Background: an optimization exercise with open tools, aiming at small area, a short achievable clock period and few clock cycles. Do not read the settings as production practice.
Only simulation tests tie the RTL to the original design; equivalence was not proved.
Power figures rest on the tool's default switching activity, not on a simulated workload.

**config.mk**
```make
export PLATFORM = sky130hd
export DESIGN_NAME = mdu_seq
export DESIGN_NICKNAME = mdu_seq
export VERILOG_FILES = /design/flow/design.v
export SDC_FILE = /design/flow/constraint.sdc
export NUM_CORES = 4
export LEC_CHECK = 0
export CAP_MARGIN = 20
export CORE_MARGIN = 2
export CORE_UTILIZATION = 40
export SETUP_SLACK_MARGIN = 3.2
export SLEW_MARGIN = 20
```
**constraint.sdc**
```tcl
create_clock -name core_clock -period 8.0 [get_ports {clk}]
set_input_delay 1.6000 -clock core_clock [delete_from_list [all_inputs] [get_ports {clk}]]
set_output_delay 1.6000 -clock core_clock [all_outputs]
set_load 0.01 [all_outputs]
```
**design.v**
```verilog
module mdu_seq #(
  parameter int XLEN = 64
) (
  input  logic            clk,
  input  logic            rst,
  input  logic            start,
  input  logic [2:0]      mdu_op,
  input  logic            word,
  input  logic [XLEN-1:0] op1,
  input  logic [XLEN-1:0] op2,
  input  logic            flush,
  output logic            busy,
  output logic            stall_req,
  output logic            done,
  output logic [XLEN-1:0] result
);
  localparam logic [2:0] P_IDLE = 3'd0, P_STEP = 3'd1, P_NEG = 3'd2, P_MOVE = 3'd3,
                         P_DONE = 3'd4;
  logic [2:0]  ph;
  logic [64:0] H;           
  logic [63:0] L;           
  logic [63:0] B;           
  logic [6:0]  cnt;         
  logic        xprev;       
  logic        is_div, wrd, bsg;   
  logic        corr;        
  logic        hi_res;      
  logic        nega, negq;  
  logic        c_b1, c_b2, c_neg, c_l, c_ah, c_ash;
  function automatic logic [63:0] sx32(input logic [31:0] v);
    sx32 = {{32{v[31]}}, v};
  endfunction
  function automatic logic [1:0] mcls(input logic [63:0] v);
    if (v[63:15] == '0 || v[63:15] == '1)      mcls = 2'd0;
    else if (v[63:31] == '0 || v[63:31] == '1) mcls = 2'd1;
    else                                       mcls = 2'd2;
  endfunction
  logic        ld_sa, ld_sb, ld_swap, ld_nega, ld_negb, ld_bz, a16, a32;
  logic [63:0] ld_a, ld_b, ld_x, ld_m, ld_l;
  logic [1:0]  cls_a, cls_b;
  logic [6:0]  ld_cnt;
  always_comb begin
    if (mdu_op[2]) begin
      ld_sa = ~mdu_op[0];
      ld_sb = ~mdu_op[0];
    end else begin
      ld_sa = word | (mdu_op[1:0] != 2'b11);
      ld_sb = word | ~mdu_op[1];
    end
    ld_a = word ? (ld_sa ? sx32(op1[31:0]) : {32'd0, op1[31:0]}) : op1;
    ld_b = word ? (ld_sb ? sx32(op2[31:0]) : {32'd0, op2[31:0]}) : op2;
    cls_a   = mcls(ld_a);
    cls_b   = mcls(ld_b);
    ld_swap = (cls_a < cls_b);
    ld_x    = ld_swap ? ld_a : ld_b;
    ld_m    = ld_swap ? ld_b : ld_a;
    ld_nega = ld_sa & ld_a[63];
    ld_negb = ld_sb & ld_b[63];
    ld_bz   = (ld_b == '0);
    a16 = ~ld_bz & (ld_nega ? (ld_a[63:15] == '1) : (ld_a[63:16] == '0));
    a32 = (~ld_bz | word) & (ld_nega ? (ld_a[63:31] == '1) : (ld_a[63:32] == '0));
    if (!mdu_op[2])  begin ld_l = ld_x;                 ld_cnt = 7'd64; end
    else if (a16)    begin ld_l = {ld_a[15:0], 48'd0};  ld_cnt = 7'd16; end
    else if (a32)    begin ld_l = {ld_a[31:0], 32'd0};  ld_cnt = 7'd32; end
    else             begin ld_l = ld_a;                 ld_cnt = 7'd64; end
  end
  logic        m_skip, d_skip, bzero, ge, run;
  logic [66:0] add_a, add_b, sum, bext;
  logic [63:0] dmask;
  logic [71:0] rafter;
  always_comb begin
    m_skip = (cnt >= 7'd16) && (({L[15:0], xprev} == '0) || ({L[15:0], xprev} == '1));
    bzero  = (B == '0);
    run = 1'b1;
    for (int j = 63; j >= 0; j--) begin
      dmask[j] = run;
      run      = run & ~(B[j] ^ bsg);
    end
    rafter = {H[63:0], L[63:56]};
    d_skip = (cnt >= 7'd8) && !bzero && (rafter[71:64] == '0) && ((rafter[63:0] & dmask) == '0);
    bext  = {{3{bsg & B[63]}}, B};
    add_a = ({67{c_ah}} & {{2{H[64]}}, H}) | ({67{c_ash}} & {2'b00, H[63:0], L[63]});
    add_b = ({67{c_b1}} & bext) | ({67{c_b2}} & {bext[65:0], 1'b0}) | ({67{c_l}} & {3'b000, L});
    sum   = add_a + (add_b ^ {67{c_neg}}) + {66'd0, c_neg};
    ge    = ~sum[66];
  end
  logic [6:0] cnt_n, cm16, cm2, cm8, cm1;
  logic       fin_step, div_n, corr_n, bsg_n;
  logic [2:0] ph_n, win;
  always_comb begin
    cm16 = cnt - 7'd16;
    cm2  = cnt - 7'd2;
    cm8  = cnt - 7'd8;
    cm1  = cnt - 7'd1;
    if (!is_div) cnt_n = m_skip ? cm16 : cm2;
    else         cnt_n = d_skip ? cm8 : cm1;
    if (!is_div) fin_step = m_skip ? (cnt == 7'd16) : (cnt == 7'd2);
    else         fin_step = d_skip ? (cnt == 7'd8)  : (cnt == 7'd1);
    ph_n = ph;
    case (ph)
      P_IDLE: if (start && !flush) ph_n = (mdu_op[2] && ld_nega) ? P_NEG : P_STEP;
      P_STEP: if (flush) ph_n = P_IDLE;
        else if (fin_step) begin
          if (hi_res) ph_n = P_MOVE;
          else if (is_div && negq && !bzero) ph_n = P_NEG;
          else ph_n = P_DONE;
        end
      P_NEG:  if (flush || cnt == 7'd0) ph_n = flush ? P_IDLE : P_DONE;
        else ph_n = P_STEP;
      P_MOVE: if (flush) ph_n = P_IDLE;
        else if (is_div && nega) ph_n = P_NEG;
        else ph_n = P_DONE;
      default: ph_n = P_IDLE;
    endcase
    if (ph == P_IDLE) begin
      win    = {ld_x[1:0], 1'b0};
      div_n  = mdu_op[2];
      corr_n = ~mdu_op[2] & ~(ld_swap ? ld_sa : ld_sb) & ld_x[63];
      bsg_n  = mdu_op[2] ? ld_negb : (ld_swap ? ld_sb : ld_sa);
    end else begin
      win    = m_skip ? L[17:15] : L[3:1];
      div_n  = is_div;
      corr_n = corr;
      bsg_n  = bsg;
    end
  end
  always_ff @(posedge clk or posedge rst) begin
    if (rst) begin
      ph   <= P_IDLE;
      done <= 1'b0;
    end else begin
      ph   <= ph_n;
      done <= (ph_n == P_DONE) && (ph != P_DONE);
    end
  end
  always_ff @(posedge clk) begin
    c_b1  <= 1'b0;
    c_b2  <= 1'b0;
    c_neg <= 1'b0;
    c_l   <= 1'b0;
    c_ah  <= 1'b0;
    c_ash <= 1'b0;
    case (ph_n)
      P_STEP: if (div_n) begin
          c_b1  <= 1'b1;
          c_neg <= ~bsg_n;
          c_ash <= 1'b1;
        end else begin
          c_ah  <= 1'b1;
          c_b1  <= (win[1] ^ win[0]);
          c_b2  <= (win == 3'b011) || (win == 3'b100);
          c_neg <= win[2] & ~(win[1] & win[0]);
        end
      P_MOVE: begin
        c_ah <= 1'b1;
        c_b1 <= corr_n;
      end
      P_NEG: begin
        c_l   <= 1'b1;
        c_neg <= 1'b1;
      end
      default: ;
    endcase
  end
  always_ff @(posedge clk) begin
    H <= '0;
    L <= ld_l;
    case (ph)
      P_IDLE: begin
        B      <= mdu_op[2] ? ld_b : ld_m;
        cnt    <= ld_cnt;
        xprev  <= 1'b0;
        is_div <= mdu_op[2];
        wrd    <= word;
        bsg    <= bsg_n;
        corr   <= corr_n;
        hi_res <= mdu_op[2] ? mdu_op[1] : (~word & (mdu_op[1:0] != 2'b00));
        nega   <= ld_nega;
        negq   <= ld_nega ^ ld_negb;
      end
      P_STEP: begin
        cnt <= cnt_n;
        if (!is_div) begin
          if (m_skip) begin
            H     <= {{16{H[64]}}, H[64:16]};
            L     <= {H[15:0], L[63:16]};
            xprev <= L[15];
          end else begin
            H     <= sum[66:2];
            L     <= {sum[1:0], L[63:2]};
            xprev <= L[1];
          end
        end else begin
          if (d_skip) begin
            H <= {1'b0, H[55:0], L[63:56]};
            L <= {L[55:0], 8'd0};
          end else begin
            H <= {1'b0, ge ? sum[63:0] : {H[62:0], L[63]}};
            L <= {L[62:0], ge};
          end
        end
      end
      P_NEG, P_MOVE: L <= sum[63:0];
      default: ;
    endcase
  end
  assign busy      = (ph != P_IDLE);
  assign stall_req = (start & ~busy) | (busy & ~done);
  assign result    = {wrd ? {32{L[31]}} : L[63:32], L[31:0]};
endmodule
```
**run.sh**
```bash
#!/bin/bash
# synth_recipe.tcl (not shown) runs the flow's synth.tcl, then flattens the netlist and writes it again
# the make line also repeats each setting of config.mk as NAME=value (left out here)
make -C /OpenROAD-flow-scripts/flow DESIGN_CONFIG=/design/flow/config.mk WORK_HOME=/design/flow/orfs CLKGATE_MAP_FILE= SYNTH_SCRIPT=/design/flow/synth_recipe.tcl finish
```
==> key figures, run 1 <==
Placed design
  • Routability Congestion: 1.061
  • # port buffers: between 200 and 250
  • Cell Count Post-Placement: ~3.6k
  • DP HPWL: 91740 µm

Detailed routing
  • Remaining DRCs: 0
  • Via count: around 26k
  • 1st-pass router iterations: 8
  • Routed WL per cell: around 32 µm
  • DRT iter0 DRCs: ~5.0k
  • Via density: between 7 and 8
  • Post-DRT Antenna Nets: 0
  • Routed WL: between 100000 and 150000 µm

Yosys
  • EDFF count, synth: 78
  • Synthesized Nets: 3122
  • Most common library cells after synthesis: nand2_1 (329), a21oi_1 (318), o21ai_0 (254)
  • Ys flop type: dfxtp_1
  • Synth area leaders: dfxtp_1 (12%), edfxtp_1 (11%), a21oi_1 (7.1%), o21ai_0 (5.7%), mux2i_1 (5.7%)
  • Cell taking the most area after synthesis: dfxtp_1
  • YS warnings: 1
  • Post-synthesis cell area: roughly 22000 µm²
  • Netlist cell types: between 90 and 100
  • Synth top area share: between 10% and 20%
  • Asr flop ratio synth: under 10%
  • Part of the Yosys area used for sequential elements: 23.19%
  • Mean Syn Cell Area: ~7.7 µm²
  • Most frequent cell after synthesis: nand2_1
  • Cells after Synth: between 2k and 3k
  • Seq cells post-synth: between 200 and 250

Cells and area
  • Non-Filler Instances: around 3.8k
  • Nets: 3198
  • Layout cells sized above 1: ~11%
  • Fillers: 5500
  • Syn-to-layout area delta: 19.64%

Power
  • Net load switching power: approximately 6.9 mW
  • Sequential Power Share: about a quarter
  • Sw Share: ~56%
  • Combinational share of power: approximately 66%
  • Overall power: around 12 mW
  • Worst vdd ir: around 0.00036 V
  • Internal cell power: roughly 5.5 mW
  • Lkg Pwr: ~10 nW
  • Clock power frac: 10.2%
  • Power density cells: roughly 460 nW/µm²

STA
  • Final Max Tran Viols: 0
  • Setup Viol. Count Final: 0
  • Setup Skew: around 0.027 ns
  • RSZ-0062 raised after global routing: yes
  • Measured slew at the worst slew-check pin: 1.149 ns
  • Fmax achieved: ~210 MHz
  • Final Hold Viols: 0
  • Worst slew margin: a little under a quarter
  • Final min period: ~4.8 ns
  • Final setup TNS: 0 ns
  • Fin crit share: between 60 and 70%

Outcome
  • Status: timing/DRC/antenna clean

GRT
  • Vias in the first global route: about 24k
  • Grt total ovfl: 0
  • Initial antenna violation count: 1
  • First-pass GRT wire length: 170900 µm
  • Gr usage total: around two fifths
  • Pin count of the biggest net entering global routing: 74

Worst setup path
  • Reg2Reg Depth: 12
  • CP required: 8.41 ns
  • Reg2reg setup slack: 3.20 ns
  • Crit path max fanout: 17
  • Beginning of the critical path: op1[37]
  • Worst setup SP type: input pin
  • Critical path class: in -> reg
  • R2R Path End: H[63]
  • Critical Path End: L[48]
  • CP arrival: ~5.2 ns
  • Endpoint class of the critical path: flip-flop
  • Worst r2r src: B[55]

Die
  • DIE AREA: 57590 µm²
  • Row cnt: 86
  • Die span in x: ~240 µm
  • Starting Density: 40.43%
  • Core ar.: 55090 µm²
  • I/O pins: roughly 200
  • Die height: ~240 µm

Hold path
  • Worst hold path type: reg -> reg

Clocking
  • CTS root buf: clkbuf_16
  • H-tree levels: 1
  • CTS buffer count: 26
  • Clock Latency Late Sink: slightly below 0.6 ns
  • CTS Sinks: 218
  • Clk slew on worst S/H paths: about 0.07 ns
  • Clk buf depth: 3
  • CTS tree: yes

Run
  • # Max-Cap Violations: 0
==> layout make-up <==
cell class | count | area [µm²] | area share, %
Tap cell | 748 | 935.9 | 3.512
Antenna cell | 1 | 2.502 | 0.009390
Timing Repair Buffer | 305 | 3105 | 11.65
Clock inverter | 11 | 98.84 | 0.3709
Sequential cell | 218 | 5186 | 19.46
Inverter | 88 | 334.1 | 1.254
Multi-Input combinational cell | 2342 | 16200 | 60.79
Clock buffer | 37 | 785.8 | 2.948
==> cell families (layout without fill, tap and decap cells) <==
family	count (synthesis)	in the layout	synth area share (%)
adder cells (fa/ha/maj)	81	81	4.584
multiplexers	191	191	8.965
XOR/XNOR	146	146	5.741
flip-flops	218	218	23.19
AO/OA/AOI/OAI	1121	1123	33.67
buffers and inverters	348	441	6.943
other	0	1	0
AND/OR/NAND/NOR	800	801	16.91
==> through the flow <==
stage,area [µm²],hold slack (ns),worst slack (ns),utilization (%)
floorplan,22280,0.4969,3.511,-
global placement,24480,0.5406,1.475,44.44
detailed placement,24480,0.5512,1.582,44.44
CTS,25960,0.5584,3.185,47.12
global route,26650,0.5879,3.174,48.37
finish,26650,0.5646,3.174,48.37
==> layout by cell type (no fill, tap or decap), types with 31 or more instances in the layout <==
master / instances
clkdlybuf4s50_1: 183
clkbuf_16: 31
nor4_1: 33
xnor2_1: 119
mux2i_1: 124
o21ai_0: 238
nor2_1: 144
edfxtp_1: 78
mux2_2: 64
dfxtp_1: 129
a22o_1: 67
nand3_1: 40
o211ai_1: 39
nand4_1: 63
inv_1: 83
nor2b_1: 36
a211oi_1: 52
ha_1: 70
a21oi_1: 315
a222oi_1: 69
buf_4: 78
a21o_1: 47
nor3_1: 36
nand2_1: 324
==> sequential cells by signal (all words and copies together) (netlist names) <==
signal / flops
H: 65
B: 64
L: 64
cnt: 7
ph: 3
bsg: 1
c_ah: 1
c_ash: 1
c_b1: 1
c_b2: 1
c_l: 1
c_neg: 1
corr: 1
done: 1
hi_res: 1
is_div: 1
nega: 1
negq: 1
wrd: 1
xprev: 1
==> worst min-delay path by stage <==
stage / depth (start not counted) / slack (ns) / endpoint / from
after floorplan: 2 / 0.50 / H[50] / H[64]
after global placement: 2 / 0.54 / H[64] / H[64]
after detailed placement: 2 / 0.55 / H[64] / H[64]
after CTS: 2 / 0.56 / H[64] / H[64]
after global routing: 2 / 0.59 / H[64] / H[64]
final: 2 / 0.56 / H[64] / H[64]
==> metal layers <==
metal / global-route usage [%] / vias up / wire (µm)
li1: - / 11240 / -
met1: 56.10 / 12490 / 48400
met2: 57.63 / 2140 / 48930
met3: 8.703 / 399 / 15420
met4: 23.56 / 0 / 9083
met5: 0 / - / 0
==> power by group through the flow <==
stage	Clock [mW]	Sequential, mW	Combinational, mW
floorplan	0	2.12	5.12
CTS	1.25	2.83	7.50
finish	1.26	2.93	8.16
detailed placement	0	2.86	7.13
global route	1.29	2.91	8.48
global placement	0	2.86	7.11
==> worst max-delay path, stage by stage <==
cell,delay (ns)
clkdlybuf4s50_1,0.60
nand4_1,0.26
nor4_2,0.20
nand4_1,0.22
a211oi_4,0.41
o32ai_4,0.19
buf_8,0.20
inv_2,0.27
o21ai_1,0.22
a221oi_1,0.60
nor2_1,0.08
o21ai_0,0.23
o211ai_1,0.15
==> what timing repair did <==
item / in CTS / in global routing
hold buffers: 0 / 0
gates cloned: 7 / 3
setup endpoints to repair: 205 / 172
pin swaps: 14 / 44
hold endpoints to repair: 0 / 0
buffers inserted: 17 / 27
resized for setup: 73 / 100
Testbench counts, summed over its fixed seeds: cycles 70,242.
==> run 2: changes to the inputs <==
--- a/design.v
+++ b/design.v
@@ -26,18 +26,13 @@
   logic        corr;        
   logic        hi_res;      
   logic        nega, negq;  
-  logic        c_b1, c_b2, c_neg, c_l, c_ah, c_ash;
+  logic        c_b1, c_b2, c_neg, c_cin, c_l, c_ah, c_ash;
   function automatic logic [63:0] sx32(input logic [31:0] v);
     sx32 = {{32{v[31]}}, v};
   endfunction
-  function automatic logic [1:0] mcls(input logic [63:0] v);
-    if (v[63:15] == '0 || v[63:15] == '1)      mcls = 2'd0;
-    else if (v[63:31] == '0 || v[63:31] == '1) mcls = 2'd1;
-    else                                       mcls = 2'd2;
-  endfunction
-  logic        ld_sa, ld_sb, ld_swap, ld_nega, ld_negb, ld_bz, a16, a32;
+  logic        ld_sa, ld_sb, ld_swap, ld_nega, ld_negb, a16, a32;
   logic [63:0] ld_a, ld_b, ld_x, ld_m, ld_l;
-  logic [1:0]  cls_a, cls_b;
+  logic        f16_a, f16_b, f32_a, f32_b;
   logic [6:0]  ld_cnt;
   always_comb begin
     if (mdu_op[2]) begin
@@ -49,16 +44,17 @@
     end
     ld_a = word ? (ld_sa ? sx32(op1[31:0]) : {32'd0, op1[31:0]}) : op1;
     ld_b = word ? (ld_sb ? sx32(op2[31:0]) : {32'd0, op2[31:0]}) : op2;
-    cls_a   = mcls(ld_a);
-    cls_b   = mcls(ld_b);
-    ld_swap = (cls_a < cls_b);
+    f16_a = word ? (op1[31:15] == '0 || op1[31:15] == '1) : (op1[63:15] == '0 || op1[63:15] == '1);
+    f16_b = word ? (op2[31:15] == '0 || op2[31:15] == '1) : (op2[63:15] == '0 || op2[63:15] == '1);
+    f32_a = word | (op1[63:31] == '0) | (op1[63:31] == '1);
+    f32_b = word | (op2[63:31] == '0) | (op2[63:31] == '1);
+    ld_swap = (f16_a & ~f16_b) | (f32_a & ~f32_b);
     ld_x    = ld_swap ? ld_a : ld_b;
     ld_m    = ld_swap ? ld_b : ld_a;
     ld_nega = ld_sa & ld_a[63];
     ld_negb = ld_sb & ld_b[63];
-    ld_bz   = (ld_b == '0);
-    a16 = ~ld_bz & (ld_nega ? (ld_a[63:15] == '1) : (ld_a[63:16] == '0));
-    a32 = (~ld_bz | word) & (ld_nega ? (ld_a[63:31] == '1) : (ld_a[63:32] == '0));
+    a16 = ld_nega ? (ld_a[63:15] == '1) : (ld_a[63:16] == '0);
+    a32 = ld_nega ? (ld_a[63:31] == '1) : (ld_a[63:32] == '0);
     if (!mdu_op[2])  begin ld_l = ld_x;                 ld_cnt = 7'd64; end
     else if (a16)    begin ld_l = {ld_a[15:0], 48'd0};  ld_cnt = 7'd16; end
     else if (a32)    begin ld_l = {ld_a[31:0], 32'd0};  ld_cnt = 7'd32; end
@@ -81,7 +77,7 @@
     bext  = {{3{bsg & B[63]}}, B};
     add_a = ({67{c_ah}} & {{2{H[64]}}, H}) | ({67{c_ash}} & {2'b00, H[63:0], L[63]});
     add_b = ({67{c_b1}} & bext) | ({67{c_b2}} & {bext[65:0], 1'b0}) | ({67{c_l}} & {3'b000, L});
-    sum   = add_a + (add_b ^ {67{c_neg}}) + {66'd0, c_neg};
+    sum   = add_a + (add_b ^ {67{c_neg}}) + {66'd0, c_cin};
     ge    = ~sum[66];
   end
   logic [6:0] cnt_n, cm16, cm2, cm8, cm1;
@@ -102,7 +98,7 @@
       P_STEP: if (flush) ph_n = P_IDLE;
         else if (fin_step) begin
           if (hi_res) ph_n = P_MOVE;
-          else if (is_div && negq && !bzero) ph_n = P_NEG;
+          else if (is_div && (negq || bzero)) ph_n = P_NEG;   
           else ph_n = P_DONE;
         end
       P_NEG:  if (flush || cnt == 7'd0) ph_n = flush ? P_IDLE : P_DONE;
@@ -113,7 +109,7 @@
       default: ph_n = P_IDLE;
     endcase
     if (ph == P_IDLE) begin
-      win    = {ld_x[1:0], 1'b0};
+      win    = ld_swap ? {op1[1:0], 1'b0} : {op2[1:0], 1'b0};
       div_n  = mdu_op[2];
       corr_n = ~mdu_op[2] & ~(ld_swap ? ld_sa : ld_sb) & ld_x[63];
       bsg_n  = mdu_op[2] ? ld_negb : (ld_swap ? ld_sb : ld_sa);
@@ -137,6 +133,7 @@
     c_b1  <= 1'b0;
     c_b2  <= 1'b0;
     c_neg <= 1'b0;
+    c_cin <= 1'b0;
     c_l   <= 1'b0;
     c_ah  <= 1'b0;
     c_ash <= 1'b0;
@@ -144,20 +141,23 @@
       P_STEP: if (div_n) begin
           c_b1  <= 1'b1;
           c_neg <= ~bsg_n;
+          c_cin <= ~bsg_n;
           c_ash <= 1'b1;
         end else begin
           c_ah  <= 1'b1;
           c_b1  <= (win[1] ^ win[0]);
           c_b2  <= (win == 3'b011) || (win == 3'b100);
           c_neg <= win[2] & ~(win[1] & win[0]);
+          c_cin <= win[2] & ~(win[1] & win[0]);
         end
       P_MOVE: begin
         c_ah <= 1'b1;
         c_b1 <= corr_n;
       end
-      P_NEG: begin
-        c_l   <= 1'b1;
+      P_NEG: begin   
+        c_l   <= ~(ph == P_STEP && bzero);
         c_neg <= 1'b1;
+        c_cin <= ~(ph == P_STEP && bzero);
       end
       default: ;
     endcase
--- a/config.mk
+++ b/config.mk
@@ -7,6 +7,6 @@
 export LEC_CHECK = 0
 export CAP_MARGIN = 20
 export CORE_MARGIN = 2
-export CORE_UTILIZATION = 40
-export SETUP_SLACK_MARGIN = 3.2
+export CORE_UTILIZATION = 38
+export SETUP_SLACK_MARGIN = 3.3
 export SLEW_MARGIN = 20
==> run 2 against run 1 <==
  * Still clean on timing, DRC and antenna
  * Total power rose by 6.2%
  * Clock skew fell by 0.0032 ns
  * Synthesized cell count rose by 2.5%
  * Cell area fell by 1.1%
  * Worst hold slack improved by 0.0026 ns
  * Sequential share of layout area rose by 0.29 points
  * Via count rose by 0.14%
  * First-iteration DRC count rose by 1.4%
  * Synthesized area fell by 2.4%
  * Combinational power rose by 8.1%
  * Maximum frequency rose by 2.2%
  * Routed wire length fell by 1.3%
  * Critical path type unchanged
  * Critical endpoint is now L[34]
==> key figures, run 2 <==
Clocking
  • CTS root buf: clkbuf_16
  • CTS Sinks: 219 (+0.46%)
  • Clk buf depth: 3 (unchanged)
  • H-tree levels: 1 (unchanged)
  • CTS tree: yes
  • Clk slew on worst S/H paths: 0.07 ns (about the same)
  • Clock Latency Late Sink: 0.58 ns (about the same)
  • CTS buffer count: 27 (+3.8%)

Worst setup path
  • CP required: 8.46 ns (+0.05 ns)
  • Critical path class: in -> reg
  • R2R Path End: H[56]
  • Reg2reg setup slack: 3.29 ns (+0.09 ns)
  • Crit path max fanout: 16 (-1)
  • CP arrival: 5.18 ns (-0.06 ns)
  • Worst setup SP type: input pin
  • Reg2Reg Depth: 16 (+4)
  • Worst r2r src: c_b2
  • Endpoint class of the critical path: flip-flop

Yosys
  • Cell taking the most area after synthesis: dfxtp_1
  • Seq cells post-synth: 219 (+0.46%)
  • Post-synthesis cell area: 21730 µm² (-2.4%)
  • Synthesized Nets: 3196 (+2.4%)
  • Most frequent cell after synthesis: nand2_1
  • Part of the Yosys area used for sequential elements: 23.86% (+0.67 points)
  • EDFF count, synth: 78 (unchanged)
  • Asr flop ratio synth: 1.826% (-0.0084 points)
  • Netlist cell types: 82 (-14%)
  • Most common library cells after synthesis: nand2_1 (450), a21oi_1 (338), o21ai_0 (265)
  • Mean Syn Cell Area: 7.296 µm² (-4.9%)
  • YS warnings: 1 (unchanged)
  • Synth area leaders: dfxtp_1 (13%), edfxtp_1 (11%), a21oi_1 (7.8%), nand2_1 (7.8%), o21ai_0 (6.1%)
  • Synth top area share: 12.62% (+0.40 points)
  • Ys flop type: dfxtp_1
  • Cells after Synth: 2979 (+2.5%)

Cells and area
  • Syn-to-layout area delta: 21.32%
  • Final core utilization: 46.67% (-1.7 points)
  • Final Instance Area: 26370 µm² (-1.1%)
  • Nets: 3283 (+2.7%)
  • Top reg by flops: H
  • # diodes: 0 (-1)
  • Largest registers: H x65, B x64, L x64
  • Fillers: 5620 (+2.2%)
  • Non-Filler Instances: 3842 (+2.5%)
  • Commonest non-fill, non-tap cell in the layout: nand2_1
  • Most frequent cells in the layout: nand2_1 (445), a21oi_1 (328), o21ai_0 (256), nor2_1 (160), clkdlybuf4s50_1 (157)
  • Max reg flops: 65 (unchanged)
  • Layout cells sized above 1: 10.11% (-1.0 points)

STA
  • Setup Skew: 0.02345 ns (-0.003181 ns)
  • Final min period: 4.721 ns (-0.1056 ns)
  • Final Hold Viols: 0 (unchanged)
  • Fmax achieved: 211.8 MHz (+2.2%)
  • Final setup TNS: 0 ns (unchanged)
  • Final Max Tran Viols: 0 (unchanged)
  • Hold slack: 0.5672 ns (+0.002559 ns)
  • Worst slew margin: 29.66% (+6.8 points)
  • RSZ-0062 raised after global routing: yes
  • Measured slew at the worst slew-check pin: 1.053 ns (-0.09682 ns)
  • Setup WS post-layout: 3.279 ns (+0.1056 ns)
  • Fin crit share: 59.01% (-1.3 points)
  • Setup Viol. Count Final: 0 (unchanged)

Detailed routing
  • Routed WL: 120200 µm (-1.3%)
  • Via density: 6.846 (-2.3%)
  • Via count: 26.30k (+0.14%)
  • Post-DRT Antenna Nets: 0 (unchanged)
  • 1st-pass router iterations: 12 (+4)
  • DRT iter0 DRCs: 5029 (+1.4%)
  • Routed WL per cell: 31.29 µm (-3.7%)
  • Remaining DRCs: 0 (unchanged)

Power
  • Sequential Power Share: 22.6% (-1.1 points)
  • Power density cells: 497.7 nW/µm² (+7.4%)
  • Clock power frac: 10.1% (about the same)
  • Sw Share: 57.55% (+2.0 points)
  • Net load switching power: 7.552 mW (+10%)
  • Overall power: 13.12 mW (+6.2%)
  • Worst vdd ir: 0.0004845 V (+36%)
  • Internal cell power: 5.570 mW (+1.5%)
  • Lkg Pwr: 10.46 nW (+1.5%)
  • Combinational share of power: 67.2% (+1.1 points)

Die
  • Die height: 243.2 µm (+1.3%)
  • Row cnt: 87 (+1.2%)
  • Starting Density: 38.47% (-2.0 points)
  • DIE AREA: 59120 µm² (+2.7%)
  • Die span in x: 243.2 µm (+1.3%)
  • Core ar.: 56500 µm² (+2.5%)
  • I/O pins: 203 (unchanged)

GRT
  • Gr usage total: 38.07% (-2.5 points)
  • First-pass GRT wire length: 167600 µm (-1.9%)
  • Pin count of the biggest net entering global routing: 73 (-1.4%)
  • Vias in the first global route: 23.49k (-0.24%)
  • Initial antenna violation count: 2 (+1)
  • Grt total ovfl: 0 (unchanged)

Placed design
  • Routability Congestion: 0.9970 (-6.0%)
  • Pre-CTS setup slack: 2.035 ns (+0.4532 ns)
  • DP HPWL: 89540 µm (-2.4%)
  • Cell Count Post-Placement: 3719 (+2.0%)
  • # port buffers: 202 (unchanged)
  • Placed cell areas: 24050 µm² (-1.8%)

Hold path
  • Hold Crit Depth: 2 (unchanged)
  • Hold EP: L[41]
  • Min-delay src: L[40]
  • Worst hold path type: reg -> reg

Outcome
  • Status: timing/DRC/antenna clean

Run
  • # Max-Cap Violations: 0 (unchanged)
## run 2: power by group through the flow
stage	logic (mW)	registers (mW)	clock network, mW
final	8.82	2.97	1.33
after global routing	9.18	2.93	1.36
after CTS	8.00	2.89	1.31
after detailed placement	7.67	2.93	0
after global placement	7.66	2.93	0
after floorplan	5.31	2.14	0
## run 2: cell families after synthesis
family                   Yosys count  share of synthesized area [%]
XOR/XNOR                         145                          5.843
adder cells (fa/ha/maj)           81                          4.732
multiplexers                     115                          5.320
AO/OA/AOI/OAI                   1114                          33.55
buffers and inverters            369                          7.041
flip-flops                       219                          23.86
AND/OR/NAND/NOR                  936                          19.65
## run 2: how the worst max path moves through the flow
stage,startpoint,endpoint,depth (start not counted)
finish,op1[58],L[34],12
global placement,op1[49],c_cin,15
CTS,c_b2,H[30],17
detailed placement,op1[23],c_cin,15
global route,c_b1,H[58],18
floorplan,op1[23],c_cin,14
## run 2: cell type report
| class | instances | area, µm² | share of cell area [%] |
|---|---|---|---|
| clock buffers | 36 | 772.0 | 2.928 |
| clock inverters | 13 | 150.1 | 0.5694 |
| inverters | 102 | 382.9 | 1.452 |
| well taps | 756 | 945.9 | 3.587 |
| repair buffers | 321 | 3112 | 11.80 |
| flip-flops and latches | 219 | 5209 | 19.75 |
| multi-input cells | 2395 | 15800 | 59.91 |
## run 2: routing by layer
metal	up-vias	GRT usage (%)	share of wire, %
met5	-	0	0.012
met4	2	18.06	6.2
met3	360	8.182	13
met2	2141	55.18	41
met1	12500	53.37	40
li1	11300	-	-
## run 2: critical path, stage by stage
cell and delay (ns):
clkdlybuf4s50_1 0.48, nor4_1 0.29, nand4_1 0.25, o31a_1 0.34, or3_1 0.35, o31ai_2 0.09, buf_6 0.14, nor2_1 0.05
buf_4 0.22, a222oi_1 0.89, o22ai_1 0.21, a211o_1 0.27
## run 2: what timing repair did
| action | in CTS | in global routing |
|---|---|---|
| setup endpoints to repair | 209 | 133 |
| gates resized for setup | 98 | 111 |
| hold buffers | 0 | 0 |
| pin swaps | 31 | 67 |
| gates cloned | 3 | 2 |
| setup buffers | 23 | 46 |
Testbench counts of run 2, summed over its fixed seeds: cycles 70,242.
==> run 3: changes to the inputs <==
==> flow/run.sh (new file) <==
#!/bin/bash
# The standard layout, except that the port buffers are plain buffers (buf_*) rather
# than the slow clock-delay cells buffer_ports would pick: the delay cells are barred
# only while global placement (where buffer_ports runs) is set up.
set -e
export PRE_GLOBAL_PLACE_TCL="$PWD/flow/pre_global_place.tcl"
bash standard.sh > standard.log 2>&1
==> flow/pre_global_place.tcl (new file) <==
# Run by ORFS before global placement: keep buffer_ports off the delay cells.
set_dont_use [get_lib_cells {sky130_fd_sc_hd__clkdlybuf4s* sky130_fd_sc_hd__dlymetal6s* sky130_fd_sc_hd__dlygate4sd* sky130_fd_sc_hd__dlybuf4s*}]
==> standard.sh (new file) <==
#!/bin/bash
# synth_recipe.tcl (not shown) runs the flow's synth.tcl, then flattens the netlist and writes it again
# the make line also repeats each setting of config.mk as NAME=value (left out here)
make -C /OpenROAD-flow-scripts/flow DESIGN_CONFIG=/design/flow/config.mk WORK_HOME=/design/flow/orfs CLKGATE_MAP_FILE= SYNTH_SCRIPT=/design/flow/synth_recipe.tcl "${@:-finish}"
removed: run.sh
==> run 3 against run 2 <==
  * Global-route usage shrank 0.59 points
  * Worst setup slack worse by 0.059 ns
  * Utilization fell by 2.3 points
  * First-iteration DRC count fell by 3.7%
  * Sequential cell count unchanged
  * Die area unchanged
  * Combinational power is essentially flat
  * Highest routed layer unchanged
==> key figures, run 3 <==
Die
  • Die span in x: 243.2 µm (unchanged)
  • Starting Density: 38.47% (unchanged)
  • Row cnt: 87 (unchanged)
  • Core ar.: 56500 µm² (unchanged)
  • Die height: 243.2 µm (unchanged)
  • DIE AREA: 59120 µm² (unchanged)
  • I/O pins: 203 (unchanged)

Placed design
  • Routability Congestion: 1.070 (+7.3%)
  • # port buffers: 202 (unchanged)
  • DP HPWL: 87160 µm (-2.7%)
  • Placed cell areas: 22670 µm² (-5.7%)

Cells and area
  • Most frequent cells in the layout: nand2_1 (449), a21oi_1 (331), o21ai_0 (254), buf_1 (209), nor2_1 (160)
  • Layout cells sized above 1: 9.238% (-0.87 points)
  • Syn-to-layout area delta: 15.31%
  • Top reg by flops: H
  • Fillers: 5790 (+3.0%)
  • Max reg flops: 65 (unchanged)
  • Commonest non-fill, non-tap cell in the layout: nand2_1
  • # diodes: 0 (unchanged)
  • Nets: 3282 (-0.030%)
  • Reg area: 5213 µm² (about the same)
  • Multi-input logic area: 15820 µm² (+0.14%)
  • Final core utilization: 44.36% (-2.3 points)
  • Largest registers: H x65, B x64, L x64
  • Final Instance Area: 25060 µm² (-5.0%)

STA
  • Worst slew margin: 19.81% (-9.9 points)
  • Final setup TNS: 0 ns (unchanged)
  • RSZ-0062 raised after global routing: yes
  • Final min period: 4.780 ns (+0.05928 ns)
  • Setup Viol. Count Final: 0 (unchanged)
  • Final Hold Viols: 0 (unchanged)
  • Final Max Tran Viols: 0 (unchanged)
  • Fmax achieved: 209.2 MHz (-1.2%)
  • Measured slew at the worst slew-check pin: 1.203 ns (+0.1503 ns)
  • Setup Skew: 0.02231 ns (-0.001136 ns)
  • Fin crit share: 59.75% (+0.74 points)

Worst setup path
  • CP required: 8.43 ns (-0.03 ns)
  • Critical path depth in cells: 10 (-2)
  • Reg2Reg Depth: 10 (-6)
  • Endpoint class of the critical path: flip-flop
  • Reg2reg setup slack: 3.22 ns (-0.07 ns)
  • CP arrival: 5.21 ns (+0.03 ns)
  • WP buf/inv: 3 (unchanged)
  • Crit path top cell by count: buf_4
  • Family with the most delay on the worst path: compound AO/OA/AOI/OAI gates
  • Worst setup SP type: flip-flop
  • Slowest cell on crit path: o41ai_2
  • Critical path's largest stage delay: 0.91 ns (+0.02 ns)
  • CP cell instances: nand4_1 > o41ai_2 > o41ai_1 > buf_1 > a21oi_4 > buf_4 > buf_4 > nor2_1 > a221oi_1 > o21ai_0
  • Critical path class: reg -> reg
  • Crit path max fanout: 63 (+47)

GRT
  • Gr usage total: 37.48% (-0.59 points)
  • First-pass GRT wire length: 165200 µm (-1.5%)
  • Initial antenna violation count: 1 (-1)
  • Pin count of the biggest net entering global routing: 77 (+5.5%)
  • Vias in the first global route: 23.57k (+0.31%)
  • Grt total ovfl: 0 (unchanged)

Clocking
  • H-tree levels: 1 (unchanged)
  • CTS tree: yes
  • Clk slew on worst S/H paths: 0.07 ns (about the same)
  • CTS root buf: clkbuf_16
  • CTS buffer count: 27 (unchanged)
  • CTS Sinks: 219 (unchanged)
  • Clock Latency Late Sink: 0.57 ns (about the same)
  • Clk buf depth: 3 (unchanged)
  • CTS Hold Bufs: 0 (unchanged)

Power
  • Power density cells: 528.0 nW/µm² (+6.1%)
  • Worst vdd ir: 0.0005319 V (+9.8%)
  • Lkg Pwr: 9.663 nW (-7.6%)

Yosys
  • Ys flop type: dfxtp_1
  • YS warnings: 1 (unchanged)
  • Most common library cells after synthesis: nand2_1 (450), a21oi_1 (338), o21ai_0 (265)
  • Most frequent cell after synthesis: nand2_1
  • EDFF count, synth: 78 (unchanged)
  • Synth area leaders: dfxtp_1 (13%), edfxtp_1 (11%), a21oi_1 (7.8%), nand2_1 (7.8%), o21ai_0 (6.1%)
  • Synthesized Nets: 3196 (unchanged)
  • Post-synthesis cell area: 21730 µm² (unchanged)
  • Seq cells post-synth: 219 (unchanged)
  • Netlist cell types: 82 (unchanged)
  • Mean Syn Cell Area: 7.296 µm² (unchanged)
  • Part of the Yosys area used for sequential elements: 23.86% (unchanged)
  • Asr flop ratio synth: 1.826% (unchanged)
  • Cell taking the most area after synthesis: dfxtp_1
  • Synth top area share: 12.62% (unchanged)
  • Cells after Synth: 2979 (unchanged)

Hold path
  • Worst hold path type: reg -> reg
  • Hold Crit Depth: 2 (unchanged)

Detailed routing
  • Post-DRT Antenna Nets: 0 (unchanged)
  • Remaining DRCs: 0 (unchanged)
  • Via density: 6.917 (+1.0%)
  • Routed WL per cell: 31.10 µm (-0.62%)
  • Routed WL: 119400 µm (-0.65%)
  • 1st-pass router iterations: 11 (-1)
  • DRT iter0 DRCs: 4841 (-3.7%)
  • Via count: 26.57k (+1.0%)

Outcome
  • Status: timing/DRC/antenna clean

Run
  • # Max-Cap Violations: 0 (unchanged)
[run 3: cell counts after synthesis]
Identical to the previous run, type by type.
[run 3: stage by stage]
stage / setup WS (ns) / total power [mW] / hold WS [ns] / instances
floorplan: 3.307 / 7.445 / 0.4872 / 2979
global placement: 2.025 / 10.26 / 0.5506 / 3721
detailed placement: 2.038 / 10.30 / 0.5467 / 3721
CTS: 3.288 / 11.95 / 0.5711 / 3795
global route: 3.208 / 13.53 / 0.6262 / 3841
finish: 3.220 / 13.23 / 0.5848 / 3841
[run 3: final cells by class]
type	instances	share of cell area [%]
Timing Repair inverter	1	0.01997
Sequential cell	219	20.80
Inverter	102	1.543
Multi-Input combinational cell	2398	63.12
Tap cell	756	3.775
Clock buffer	35	2.896
Timing Repair Buffer	316	7.085
Clock inverter	14	0.7589
[run 3: where the power goes]
group | internal [mW] | total [mW] | leakage (nW) | switching, mW
sequential | 1.70 | 3.07 | 2.00 | 1.37
combinational | 2.98 | 8.84 | 7.22 | 5.86
clock | 0.771 | 1.32 | 0.440 | 0.551
[run 3: worst paths after layout]
path,start,to
min in group asynchronous,rst,ph[0]
max in group asynchronous,rst,ph[1]
min reg2reg,corr,corr
max,xprev,H[54]
max reg2reg,xprev,H[54]
min,corr,corr
[run 3: logic make-up (layout without fill, tap and decap cells)]
group / after synthesis / in the layout / synth area share, %
AO/OA/AOI/OAI: 1114 / 1117 / 33.55
AND/OR/NAND/NOR: 936 / 940 / 19.65
adder cells (fa/ha/maj): 81 / 81 / 4.732
buffers and inverters: 369 / 468 / 7.041
multiplexers: 115 / 115 / 5.320
flip-flops: 219 / 219 / 23.86
XOR/XNOR: 145 / 145 / 5.843
[run 3: worst min-delay path, cell delays in order, from the launching register on]
cell	delay, ns
edfxtp_1	0.33
nand2_1	0.05
o31ai_1	0.09
[run 3: routing by layer]
metal	track usage, %	routed length, µm	up-vias
li1	-	-	11310
met1	50.88	46000	12520
met2	54.50	47730	2272
met3	8.525	16040	472
met4	20.99	9661	2
met5	0.1634	13	-
[run 3: timing repair]
item / 4_1_cts / 5_1_grt
pin swaps: 23 / 72
resized for setup: 71 / 104
endpoints found under the setup margin: 170 / 140
buffers inserted: 21 / 37
cloned: 4 / 8
==> run 4: changes to the inputs <==
--- a/config.mk
+++ b/config.mk
@@ -8,5 +8,6 @@
 export CAP_MARGIN = 20
 export CORE_MARGIN = 2
 export CORE_UTILIZATION = 38
+export PLACE_DENSITY = 0.5
 export SETUP_SLACK_MARGIN = 3.3
 export SLEW_MARGIN = 20
==> run 4 against run 3 <==
  * Worst hold slack better by 0.0097 ns
  * Clock skew shrank 0.0056 ns
  * Critical endpoint is now c_l
  * Combinational power decreased by 1%
  * Synthesized cell count is the same
  * Still clean
  * Clock power rose by 5%
  * Sequential share of layout area is 0.075 points lower
  * Clock-buffer cell count unchanged
  * Sequential power fell by 2%
==> key figures, run 4 <==
Yosys
  • Synth area leaders: dfxtp_1 (13%), edfxtp_1 (11%), a21oi_1 (7.8%), nand2_1 (7.8%), o21ai_0 (6.1%)
  • Most common library cells after synthesis: nand2_1 (450), a21oi_1 (338), o21ai_0 (265)
  • YS warnings: 1 (unchanged)
  • Seq cells post-synth: 219 (unchanged)
  • Ys flop type: dfxtp_1
  • Mean Syn Cell Area: 7.296 µm² (unchanged)
  • Most frequent cell after synthesis: nand2_1
  • Post-synthesis cell area: 21730 µm² (unchanged)
  • Cells after Synth: 2979 (unchanged)
  • EDFF count, synth: 78 (unchanged)
  • Netlist cell types: 82 (unchanged)
  • Part of the Yosys area used for sequential elements: 23.86% (unchanged)
  • Cell taking the most area after synthesis: dfxtp_1
  • Synth top area share: 12.62% (unchanged)
  • Asr flop ratio synth: 1.826% (unchanged)
  • Synthesized Nets: 3196 (unchanged)

Worst setup path
  • Critical Path End: c_l
  • Critical path class: reg -> reg
  • R2R Path End: c_l
  • Reg2Reg Depth: 12 (+2)
  • Crit path max fanout: 7 (-89%)
  • Endpoint class of the critical path: flip-flop
  • CP arrival: 5.28 ns (+0.07 ns)
  • Worst r2r src: B[55]
  • Worst setup SP type: flip-flop
  • CP required: 8.49 ns (+0.06 ns)
  • Beginning of the critical path: B[55]
  • Reg2reg setup slack: 3.22 ns (about the same)

Power
  • Net load switching power: 7.754 mW (-0.28%)
  • Sequential Power Share: 22.9% (-0.3 points)
  • Overall power: 13.09 mW (-1.0%)
  • Power density cells: 520.9 nW/µm² (-1.3%)
  • Internal cell power: 5.340 mW (-2.1%)
  • Sw Share: 59.22% (+0.44 points)
  • Combinational share of power: 66.6% (-0.2 points)
  • Clock power frac: 10.5% (+0.5 points)
  • Worst vdd ir: 0.0003837 V (-28%)
  • Lkg Pwr: 9.734 nW (+0.74%)

Die
  • Die height: 243.2 µm (unchanged)
  • Core ar.: 56500 µm² (unchanged)
  • Row cnt: 87 (unchanged)
  • Die span in x: 243.2 µm (unchanged)
  • Starting Density: 38.47% (unchanged)
  • I/O pins: 203 (unchanged)
  • DIE AREA: 59120 µm² (unchanged)

Detailed routing
  • DRT iter0 DRCs: 4994 (+3.2%)
  • Met2 Wirelength: 49690 µm (+4.1%)
  • Via density: 6.770 (-2.1%)
  • 1st-pass router iterations: 11 (unchanged)
  • Post-DRT Antenna Nets: 0 (unchanged)
  • Via count: 26.01k (-2.1%)
  • Remaining DRCs: 0 (unchanged)
  • Routed WL: 123800 µm (+3.7%)
  • Met1 WL: 51320 µm (+12%)
  • Met3 wire len: 15110 µm (-5.8%)
  • Routed WL per cell: 32.24 µm (+3.7%)
  • Top Layer Used: met5

Cells and area
  • Nets: 3279 (-0.091%)
  • Syn-to-layout area delta: 15.67%
  • Top reg by flops: H
  • Layout cells sized above 1: 10.18% (+0.94 points)
  • Final Instance Area: 25140 µm² (+0.31%)
  • Commonest non-fill, non-tap cell in the layout: nand2_1
  • Largest registers: H x65, B x64, L x64
  • Max reg flops: 65 (unchanged)
  • Final core utilization: 44.50% (+0.14 points)
  • Most frequent cells in the layout: nand2_1 (448), a21oi_1 (329), o21ai_0 (255), buf_1 (203), nor2_1 (159)

Hold path
  • Worst hold path type: reg -> reg

Clocking
  • Clock Latency Late Sink: 0.59 ns (+0.02 ns)
  • H-tree levels: 1 (unchanged)
  • CTS tree: yes
  • CTS buffer count: 28 (+3.7%)
  • CTS root buf: clkbuf_16
  • CTS Sinks: 219 (unchanged)
  • Clk slew on worst S/H paths: 0.06 ns (about the same)
  • Clk buf depth: 3 (unchanged)

STA
  • RSZ-0062 raised after global routing: yes
  • Fin crit share: 59.80% (about the same)
  • Final Hold Viols: 0 (unchanged)
  • Worst slew margin: 23.16% (+3.3 points)
  • Final min period: 4.784 ns (+0.004460 ns)
  • Setup Skew: 0.01670 ns (-0.005617 ns)
  • Final Max Tran Viols: 0 (unchanged)
  • Final setup TNS: 0 ns (unchanged)
  • Setup Viol. Count Final: 0 (unchanged)
  • Measured slew at the worst slew-check pin: 1.153 ns (-0.05020 ns)
  • Fmax achieved: 209.0 MHz (about the same)

GRT
  • Initial antenna violation count: 3 (+2)
  • Gr usage total: 39.52% (+2.0 points)
  • Grt total ovfl: 0 (unchanged)
  • Pin count of the biggest net entering global routing: 73 (-5.2%)
  • Vias in the first global route: 23.34k (-0.97%)
  • First-pass GRT wire length: 171200 µm (+3.7%)

Placed design
  • # port buffers: 202 (unchanged)
  • Placed cell areas: 22680 µm² (about the same)
  • DP HPWL: 93780 µm (+7.6%)
  • Routability Congestion: 0.9830 (-8.1%)

Run
  • # Max-Cap Violations: 0 (unchanged)

Outcome
  • Status: timing/DRC/antenna clean
## run 4: cell counts after synthesis
No cell type changed its count.
## run 4: critical path, stage by stage (launching register included)
cell       delay [ns]
edfxtp_1         0.59
or4_1            0.69
nor4_4           0.37
nor4bb_1         0.42
nand3_2          0.35
o2111a_1         0.31
nand2_1          0.09
nand4bb_4        0.22
mux2i_1          0.36
nand2_1          0.18
a221oi_4         0.46
or3b_1           0.45
nor2_1           0.21
## run 4: timing repair
item | CTS | global route
hold buffers | 0 | 0
pin swaps | 25 | 61
gates resized for setup | 83 | 119
buffers inserted | 29 | 29
gates cloned | 4 | 4
endpoints found under the setup margin | 170 | 122
## run 4: cells by family after synthesis
family | count (synthesis) | share of synthesized area (%)
AOI/OAI and AO/OA | 1114 | 33.55
xor gates and xnor gates | 145 | 5.843
adders and majority gates | 81 | 4.732
buffers and inverters | 369 | 7.041
DFF | 219 | 23.86
muxes | 115 | 5.320
and+or+nand+nor | 936 | 19.65
## run 4: layout make-up
cell class	count	area (µm²)
Antenna cell	1	2.502
Clock inverter	17	176.4
Timing Repair Buffer	314	1709
Clock buffer	35	789.5
Multi-Input combinational cell	2396	15910
Fill cell	5869	31360
Timing Repair inverter	1	5.005
Inverter	102	386.6
Sequential cell	219	5210
Tap cell	756	945.9
## run 4: worst min path at each step
stage / end / cells past startpoint / startpoint
2_1_floorplan: L[41] / 2 / L[40]
3_3_place_gp: corr / 2 / corr
3_5_place_dp: corr / 2 / corr
4_1_cts: corr / 2 / corr
5_1_grt: L[41] / 2 / L[40]
6_report: corr / 2 / corr
## run 4: power by group through the flow
stage	registers, mW	clock network, mW	logic (mW)
after global placement	2.98	0	7.55
after detailed placement	2.98	0	7.54
after global routing	2.98	1.41	9.09
final	3.00	1.38	8.72
after CTS	2.91	1.37	7.94
after floorplan	2.14	0	5.31
## run 4: metal layers
layer  up-vias  GRT usage (%)
met4         4          18.87
met5         -              0
met3       317          7.674
met2      1948          56.35
li1      11280              -
met1     12460          56.62
## run 4: stage by stage
step                hold slack [ns]  instances  setup slack [ns]
CTS                          0.5892       3807             3.303
detailed placement           0.5711       3722             1.589
finish                       0.5946       3841             3.216
global placement             0.5756       3721             1.374
global route                 0.6218       3840             3.243
floorplan                    0.4872       2979             3.307
==> run 5: changes to the inputs <==
--- a/config.mk
+++ b/config.mk
@@ -8,6 +8,8 @@
 export CAP_MARGIN = 20
 export CORE_MARGIN = 2
 export CORE_UTILIZATION = 38
+export CTS_CLUSTER_DIAMETER = 70
+export CTS_CLUSTER_SIZE = 20
 export PLACE_DENSITY = 0.5
 export SETUP_SLACK_MARGIN = 3.3
 export SLEW_MARGIN = 20
==> run 5 against run 4 <==
  * Sequential share of layout area up 0.31 points
  * Global-route usage up 0.24 points
  * Maximum frequency fell by 2.9%
  * Worst setup slack got worse by 0.14 ns
  * Non-clock buffer count decreased by 7
  * Die area is the same
==> key figures, run 5 <==
Outcome
  • Status: timing/DRC/antenna clean

Worst setup path
  • Crit path max fanout: 16 (+9)
  • CP arrival: 5.33 ns (+0.05 ns)
  • CP required: 8.40 ns (-0.09 ns)
  • Critical Path End: H[60]
  • Beginning of the critical path: c_b1
  • R2R Path End: H[60]
  • Reg2reg setup slack: 3.07 ns (-0.14 ns)
  • Critical path class: reg -> reg
  • Reg2Reg Depth: 14 (+2)
  • Endpoint class of the critical path: flip-flop
  • Worst r2r src: c_b1
  • Worst setup SP type: flip-flop

Placed design
  • Pre-CTS setup slack: 1.589 ns (unchanged)
  • DP HPWL: 93780 µm (unchanged)
  • Placed cell areas: 22680 µm² (unchanged)
  • Routability Congestion: 0.9830 (unchanged)
  • # port buffers: 202 (unchanged)

Power
  • Lkg Pwr: 9.518 nW (-2.2%)
  • Worst vdd ir: 0.0004087 V (+6.5%)
  • Power density cells: 517.3 nW/µm² (-0.68%)

Yosys
  • Cells after Synth: 2979 (unchanged)
  • Synth top area share: 12.62% (unchanged)
  • EDFF count, synth: 78 (unchanged)
  • Netlist cell types: 82 (unchanged)
  • Seq cells post-synth: 219 (unchanged)
  • Asr flop ratio synth: 1.826% (unchanged)
  • Post-synthesis cell area: 21730 µm² (unchanged)
  • Cell taking the most area after synthesis: dfxtp_1
  • Synthesized Nets: 3196 (unchanged)
  • Most common library cells after synthesis: nand2_1 (450), a21oi_1 (338), o21ai_0 (265)
  • YS warnings: 1 (unchanged)
  • Part of the Yosys area used for sequential elements: 23.86% (unchanged)
  • Synth area leaders: dfxtp_1 (13%), edfxtp_1 (11%), a21oi_1 (7.8%), nand2_1 (7.8%), o21ai_0 (6.1%)
  • Most frequent cell after synthesis: nand2_1
  • Mean Syn Cell Area: 7.296 µm² (unchanged)
  • Ys flop type: dfxtp_1

GRT
  • Vias in the first global route: 23.35k (+0.064%)
  • Pin count of the biggest net entering global routing: 73 (unchanged)
  • Grt total ovfl: 0 (unchanged)
  • Gr usage total: 39.76% (+0.24 points)
  • Initial antenna violation count: 2 (-1)
  • First-pass GRT wire length: 172200 µm (+0.54%)

STA
  • Final Max Tran Viols: 0 (unchanged)
  • Setup Viol. Count Final: 0 (unchanged)
  • Fin crit share: 61.60% (+1.8 points)
  • Setup Skew: 0.03439 ns (+0.01769 ns)
  • Final Hold Viols: 0 (unchanged)
  • Final setup TNS: 0 ns (unchanged)
  • Measured slew at the worst slew-check pin: 1.152 ns (-0.0006789 ns)
  • Fmax achieved: 202.9 MHz (-2.9%)
  • Worst slew margin: 23.20% (+0.045 points)
  • Hold slack: 0.5972 ns (+0.002621 ns)
  • Final min period: 4.928 ns (+0.1437 ns)
  • Setup WS post-layout: 3.072 ns (-0.1437 ns)
  • RSZ-0062 raised after global routing: yes

Die
  • I/O pins: 203 (unchanged)
  • Die span in x: 243.2 µm (unchanged)
  • Row cnt: 87 (unchanged)
  • Core ar.: 56500 µm² (unchanged)
  • DIE AREA: 59120 µm² (unchanged)
  • Starting Density: 38.47% (unchanged)
  • Die height: 243.2 µm (unchanged)

Detailed routing
  • Routed WL: 123700 µm (about the same)
  • Remaining DRCs: 0 (unchanged)
  • 1st-pass router iterations: 11 (unchanged)
  • Via count: 25.97k (-0.13%)
  • Post-DRT Antenna Nets: 0 (unchanged)
  • Routed WL per cell: 32.37 µm (+0.42%)
  • DRT iter0 DRCs: 4332 (-13%)
  • Via density: 6.795 (+0.37%)

Cells and area
  • Top reg by flops: H
  • Final core utilization: 43.84% (-0.66 points)
  • Commonest non-fill, non-tap cell in the layout: nand2_1
  • Most frequent cells in the layout: nand2_1 (448), a21oi_1 (330), o21ai_0 (253), buf_1 (203), nor2_1 (159)
  • Max reg flops: 65 (unchanged)
  • Syn-to-layout area delta: 13.96%
  • Layout cells sized above 1: 9.527% (-0.65 points)
  • Largest registers: H x65, B x64, L x64
  • Final Instance Area: 24770 µm² (-1.5%)
  • Nets: 3266 (-0.40%)

Clocking
  • CTS buffer count: 23 (-18%)
  • Clk buf depth: 3 (unchanged)
  • CTS Hold Bufs: 0 (unchanged)
  • CTS tree: yes
  • H-tree levels: 1 (unchanged)
  • CTS Sinks: 219 (unchanged)
  • CTS root buf: clkbuf_16
  • Clk slew on worst S/H paths: 0.09 ns (+0.03 ns)
  • Clock Latency Late Sink: 0.58 ns (about the same)

Hold path
  • Worst hold path type: reg -> reg
  • Min-delay src: corr

Run
  • # Max-Cap Violations: 0 (unchanged)
[run 5: what timing repair did]
item | in CTS | in global routing
endpoints found under the setup margin | 183 | 123
gates resized for setup | 76 | 116
pin swaps | 27 | 62
cloned | 4 | 1
buffers inserted | 32 | 21
[run 5: final cells by class]
type	instances	area, µm²
Clock buffer	26	596.8
Tap cell	756	945.9
Fill cell	5921	31730
Sequential cell	219	5210
Multi-Input combinational cell	2395	15900
Clock inverter	15	136.4
Inverter	102	386.6
Timing Repair Buffer	307	1583
Timing Repair inverter	1	5.005
Antenna cell	1	2.502
[run 5: per-stage QoR]
step	cells	power [mW]
detailed placement	3722	10.53
global route	3821	13.20
finish	3822	12.81
CTS	3799	11.96
global placement	3721	10.54
floorplan	2979	7.445
[run 5: worst max-delay path, cell delays in order, from the launching register on]
cell	delay (ns)
dfxtp_4	0.42
buf_4	0.22
a222oi_1	0.83
xnor2_1	0.18
ha_1	0.43
a21oi_1	0.19
nor3_1	0.08
o31ai_1	0.28
a211oi_1	0.13
a31o_4	0.27
o21ai_4	0.24
o211ai_1	0.20
buf_4	0.21
o21ai_1	0.78
o2111ai_1	0.27
[run 5: worst min-delay path by stage]
stage	to	slack, ns	cells past startpoint
after floorplan	L[41]	0.49	2
after global placement	corr	0.58	2
after detailed placement	corr	0.57	2
after CTS	corr	0.59	2
after global routing	L[41]	0.62	2
final	corr	0.60	2
[run 5: power breakdown]
group          total, mW  internal, mW  switching, mW  leakage, nW
clock               1.13         0.560          0.574        0.365
sequential          3.00          1.70           1.30         2.00
combinational       8.68          2.80           5.88         7.16
total               12.8          5.05           7.76         9.52
[run 5: per-layer routing]
layer / wire length (µm) / up-vias / global-route usage [%]
met2: 50270 / 1959 / 56.97
met1: 51370 / 12470 / 56.84
met5: 11 / - / 0
met4: 6695 / 2 / 17.88
li1: - / 11250 / -
met3: 15390 / 294 / 8.249
[run 5: logic make-up (layout without fill, tap and decap cells)]
logic type / Yosys count / count (layout) / synth area share, %
muxes: 115 / 115 / 5.320
xor gates and xnor gates: 145 / 145 / 5.843
AOI/OAI and AO/OA: 1114 / 1117 / 33.55
other: 0 / 1 / 0
DFF: 219 / 219 / 23.86
adders and majority gates: 81 / 81 / 4.732
and+or+nand+nor: 936 / 937 / 19.65
buffers and inverters: 369 / 451 / 7.041

==> what the ideal ports hide <==
The flow's constraints put no driver on any port. The routed layouts listed below were extracted and timed again, unchanged, in two steps.
Step 1 (the two cells are an assumption about what drives the block):
set clk [get_ports {clk}]
set_driving_cell -lib_cell sky130_fd_sc_hd__clkbuf_16 $clk
set_driving_cell -lib_cell sky130_fd_sc_hd__buf_2 [delete_from_list [all_inputs] $clk]
Step 2 moves the port delays by t, midway between the first and last clock arrival at a register: inputs arrive t later, outputs are due t later. That takes back most of the time a late clock gives input paths.
a / b / c = ideal / step 1 / step 2; a / b = the first two.
run | t, ns | slack for setup (ns) | latest minus earliest clock arrival (ns) | worst register clock-pin slew, ns | cell pins on the clock port's net
run 1 | 0.619 | 3.174 / 3.203 / 2.587 | 0.027 / 0.027 | 0.07 / 0.07 | 1
run 2 | 0.619 | 3.279 / 3.287 / 2.677 | 0.024 / 0.023 | 0.07 / 0.07 | 1
run 3 | 0.621 | 3.220 / 3.220 / 2.825 | 0.022 / 0.022 | 0.07 / 0.07 | 1
run 4 | 0.643 | 3.216 / 3.216 / 2.763 | 0.017 / 0.017 | 0.08 / 0.08 | 1
run 5 | 0.622 | 3.072 / 3.072 / 2.794 | 0.035 / 0.034 | 0.09 / 0.09 | 1
After both steps every run listed still meets setup and hold. For run 2, which loses most, drivers alone change the setup slack by +0.008 ns; drivers and shift together by -0.602 ns.
